Context: an optimization exercise on an open-source flow, tuned for small area and few clock cycles per item. The choices shown serve that exercise and are no tape-out recipe. RTL that was checked went through simulation tests only; none was proved equivalent to the original. Power is estimated from default activity; no workload was simulated.

Design group_reversal_reorder, start of the top module:
module group_reversal_reorder #(
    parameter int MAX_GROUP = 16
) (
    input  logic                       clk,
    input  logic                       rst_n,
    input  logic                       cfg_we,
    input  logic [grr_pkg::CFG_W-1:0]  cfg_wdata,
    input  logic                       in_valid,
    output logic                       in_stall,
    input  logic signed [31:0]         value,
    input  logic                       last,
    output logic                       out_valid,
    input  logic                       out_stall,
    output logic signed [31:0]         value_res,
    output logic                       run_last,
    output logic                       stream_end
);
==> flow/config.mk <==
export PLATFORM = sky130hd
export DESIGN_NAME = group_reversal_reorder
export DESIGN_NICKNAME = group_reversal_reorder
export VERILOG_FILES = /design/flow/design.v
export SDC_FILE = /design/flow/constraint.sdc
export NUM_CORES = 4
export LEC_CHECK = 0
export CAP_MARGIN = 20
export CORE_MARGIN = 2
export CORE_UTILIZATION = 45
export CTS_BUF_LIST = sky130_fd_sc_hd__clkbuf_8
export CTS_CLUSTER_DIAMETER = 60
export CTS_CLUSTER_SIZE = 20
export PLACE_DENSITY = 0.6
export SLEW_MARGIN = 20
==> flow/constraint.sdc <==
create_clock -name core_clock -period 5.0 [get_ports {clk}]
set_input_delay 1.0000 -clock core_clock [delete_from_list [all_inputs] [get_ports {clk}]]
set_output_delay 1.0000 -clock core_clock [all_outputs]
set_load 0.01 [all_outputs]
run.sh (not shown) runs the stock make flow with config.mk's settings and CLKGATE_MAP_FILE= SYNTH_SCRIPT=/design/flow/synth_recipe.tcl, a recipe that flattens the netlist after the stock synthesis.
Testbench counts at the start, summed over its fixed seeds: cycles 49,763, words 41,157.
Edit:
==> flow/flow/run.sh (new file) <==
#!/bin/bash
# Layout flow: the standard ORFS flow (standard.sh, unchanged synthesis), with two
# changes passed as ORFS variables:
#  - port buffers use the smallest buffer cell (every input and output still gets one);
#  - clock tree synthesis uses large clock buffers over large sink clusters and no dummy loads.
# make's full output goes to flow_make.log; each ORFS step keeps its own log under orfs/logs/.
set -euo pipefail
export BUFFER_PORTS_ARGS="-buffer_cell sky130_fd_sc_hd__buf_1"
export CTS_ARGS="-sink_clustering_enable -repair_clock_nets -dont_use_dummy_load -buf_list sky130_fd_sc_hd__clkbuf_16 -sink_clustering_size 30 -sink_clustering_max_diameter 60"
bash standard.sh finish > flow_make.log 2>&1
==> flow/standard.sh (new file) <==
#!/bin/bash
# synth_recipe.tcl (not shown) runs the flow's synth.tcl, then flattens the netlist and writes it again
# the make line also repeats each setting of config.mk as NAME=value (left out here)
make -C /OpenROAD-flow-scripts/flow DESIGN_CONFIG=/design/flow/config.mk WORK_HOME=/design/flow/orfs CLKGATE_MAP_FILE= SYNTH_SCRIPT=/design/flow/synth_recipe.tcl "${@:-finish}"
==> flow/config.mk (replaced) <==
export PLATFORM = sky130hd
export DESIGN_NAME = group_reversal_reorder
export DESIGN_NICKNAME = group_reversal_reorder
export VERILOG_FILES = /design/flow/design.v
export SDC_FILE = /design/flow/constraint.sdc
export NUM_CORES = 4
export LEC_CHECK = 0
export CAP_MARGIN = 0
export CORE_MARGIN = 2
export CORE_UTILIZATION = 70
export PLACE_DENSITY = 0.8
export SLEW_MARGIN = 0
removed: flow/run.sh
- first-iteration DRC count increases by 59%
- worst setup slack degrades by 53 ps
- wire length decreases by 4.1%
- area after synthesis does not change
- worst hold slack degrades by 12 ps
- power decreases by 1.0%
- count of clock-buffer cells in the layout decreases by 4
- final cell count decreases by 12%
- critical path depth does not change
- design area decreases by 3.3%
- global-route usage increases by 11 points


Another version of the RTL of group_reversal_reorder (not shown whole).
Size in the first run: roughly 1300 cells after synthesis, roughly 550 flip-flops, about 79 I/O pins.
Settings: LEC_CHECK=0, CAP_MARGIN=0, CORE_MARGIN=2, CORE_UTILIZATION=70, PLACE_DENSITY=0.8, SETUP_SLACK_MARGIN=0.1, SLEW_MARGIN=0; clock period 5.0 ns.
standard.sh (not shown) runs the stock make flow with config.mk's settings and CLKGATE_MAP_FILE= SYNTH_SCRIPT=/design/flow/synth_recipe.tcl, a recipe that flattens the netlist after the stock synthesis.
==> flow/flow/run.sh <==
#!/bin/bash
# Layout flow: the standard ORFS flow (standard.sh, unchanged synthesis), with two
# changes passed as ORFS variables:
#  - port buffers use the smallest buffer cell (every input and output still gets one);
#  - clock tree synthesis uses large clock buffers over large sink clusters and no dummy loads.
# make's full output goes to flow_make.log; each ORFS step keeps its own log under orfs/logs/.
set -euo pipefail
export BUFFER_PORTS_ARGS="-buffer_cell sky130_fd_sc_hd__buf_1"
export CTS_ARGS="-sink_clustering_enable -repair_clock_nets -dont_use_dummy_load -buf_list sky130_fd_sc_hd__clkbuf_8 -sink_clustering_size 16 -sink_clustering_max_diameter 50"
bash standard.sh finish > flow_make.log 2>&1
Rerun with:
--- a/flow/flow/run.sh
+++ b/flow/flow/run.sh
@@ -8,3 +8,3 @@
 export BUFFER_PORTS_ARGS="-buffer_cell sky130_fd_sc_hd__buf_1"
-export CTS_ARGS="-sink_clustering_enable -repair_clock_nets -dont_use_dummy_load -buf_list sky130_fd_sc_hd__clkbuf_8 -sink_clustering_size 16 -sink_clustering_max_diameter 50"
+export CTS_ARGS="-sink_clustering_enable -repair_clock_nets -dont_use_dummy_load -buf_list sky130_fd_sc_hd__clkbuf_16 -sink_clustering_size 30 -sink_clustering_max_diameter 60"
 bash standard.sh finish > flow_make.log 2>&1
After rerunning: Clock power went up by 22%; fmax barely changes; area after synthesis is unchanged; worst hold slack improved by 0.0032 ns.
Function was not checked in any run of this note: the RTL went through the layout flow alone.


group_reversal_reorder, a different RTL version from the one above (not shown whole).
Size in the first run: roughly 550 flip-flops, ~20000 µm² of cells after synthesis.
## group_reversal_reorder
module group_reversal_reorder #(
    parameter int MAX_GROUP = 16
) (
    input  logic                       clk,
    input  logic                       rst_n,
    input  logic                       cfg_we,
    input  logic [grr_pkg::CFG_W-1:0]  cfg_wdata,
    input  logic                       in_valid,
    output logic                       in_stall,
    input  logic signed [31:0]         value,
    input  logic                       last,
    output logic                       out_valid,
    input  logic                       out_stall,
    output logic signed [31:0]         value_res,
    output logic                       run_last,
    output logic                       stream_end
);
clock: 5.0 ns
lec_check: 0
cap_margin: 0
core_margin: 2
core_utilization: 75
place_density: 0.85
setup_slack_margin: 0.05
slew_margin: 0
synth_hierarchical: 1
synth_minimum_keep_size: 0
==> flow/flow/run.sh <==
#!/bin/bash
# Layout flow: the standard ORFS flow (standard.sh, unchanged synthesis), with two
# changes passed as ORFS variables:
#  - port buffers use the smallest buffer cell (every input and output still gets one);
#  - clock tree synthesis uses large clock buffers over large sink clusters and no dummy loads.
# make's full output goes to flow_make.log; each ORFS step keeps its own log under orfs/logs/.
set -euo pipefail
export BUFFER_PORTS_ARGS="-buffer_cell sky130_fd_sc_hd__buf_1"
export CTS_ARGS="-sink_clustering_enable -repair_clock_nets -dont_use_dummy_load -buf_list sky130_fd_sc_hd__clkbuf_8 -sink_clustering_size 20 -sink_clustering_max_diameter 45"
bash standard.sh finish > flow_make.log 2>&1
Testbench counts at the start, summed over its fixed seeds: cycles 49,519, words 41,157.
Edit:
--- a/flow/flow/run.sh
+++ b/flow/flow/run.sh
@@ -9 +9 @@
-export CTS_ARGS="-sink_clustering_enable -repair_clock_nets -dont_use_dummy_load -buf_list sky130_fd_sc_hd__clkbuf_8 -sink_clustering_size 20 -sink_clustering_max_diameter 45"
+export CTS_ARGS="-sink_clustering_enable -repair_clock_nets -dont_use_dummy_load -buf_list sky130_fd_sc_hd__clkbuf_8 -sink_clustering_size 16 -sink_clustering_max_diameter 50"
- CORE_UTILIZATION: 75 -> 78
- PLACE_DENSITY: 0.85 -> 0.92
Result: The new run passed the timing, design-rule and antenna checks. Final area decreases by 0.36%. Die area is lower by 3.8%. Core utilization went up by 4.2 points. Hold slack hardly moves. Sequential share of layout area grows by 0.27 points. Via count goes up by 6.3%. Global-route usage climbs by 5.9 points.
Edit:
- CORE_UTILIZATION: 78 -> 75
The new run finished clean.
Cell count rose by about 0.65%.
Routed wire length drops by 7.4%.
Die area rose by about 4%.
Power shrinks by about 0.9%.
Worst setup slack improved by 0.19 ns.
Cell area hardly moves.
Utilization shrinks by 4.4 points.
Sequential share of layout area is about the same.
Edit:
- CORE_UTILIZATION: 75 -> 80
- GPL_TIMING_DRIVEN: unset -> 0
- PLACE_DENSITY: 0.92 -> 0.9
After rerunning: The changed run produced a clean layout. Fmax came out lower by a few percent. Register-to-register slack gets worse by 0.37 ns. Cell area came out higher by a few percent.

[re-timing with driven ports]
Ports are ideal in the flow. The routed layouts listed here were re-timed in OpenROAD.
Step 1: set_driving_cell puts a clkbuf_16 on clk and a buf_2 on each other input, an assumption about the parent block.
Step 2, shift: input delay + t, output delay - t, t = (earliest + latest rising clock arrival at the registers) / 2. This alone moves slack from input paths to output paths.
a / b / c = ideal / step 1 / step 2; a / b = the first two.
run	t (ns)	slack for setup (ns)	worst slew at a driven data input, ns	pins driven straight from the clock port
the first run of note 1	0.673	0.170 / 0.117 / 0.790	0.10	1
the second run of note 1	0.569	0.117 / 0.065 / 0.634	0.04	1
the first run of note 2	0.618	0.292 / 0.243 / 0.707	0.05	1
the second run of note 2	0.558	0.290 / 0.235 / 0.586	0.05	1
the first run of note 3	0.599	0.432 / 0.388 / 0.703	0.05	1
the second run of note 3	0.594	0.284 / 0.243 / 0.451	0.05	1
the third run of note 3	0.616	0.477 / 0.426 / 0.734	0.07	1
the fourth run of note 3	0.601	0.358 / 0.311 / 0.358	0.07	1
After both steps setup and hold are still met in every run listed.
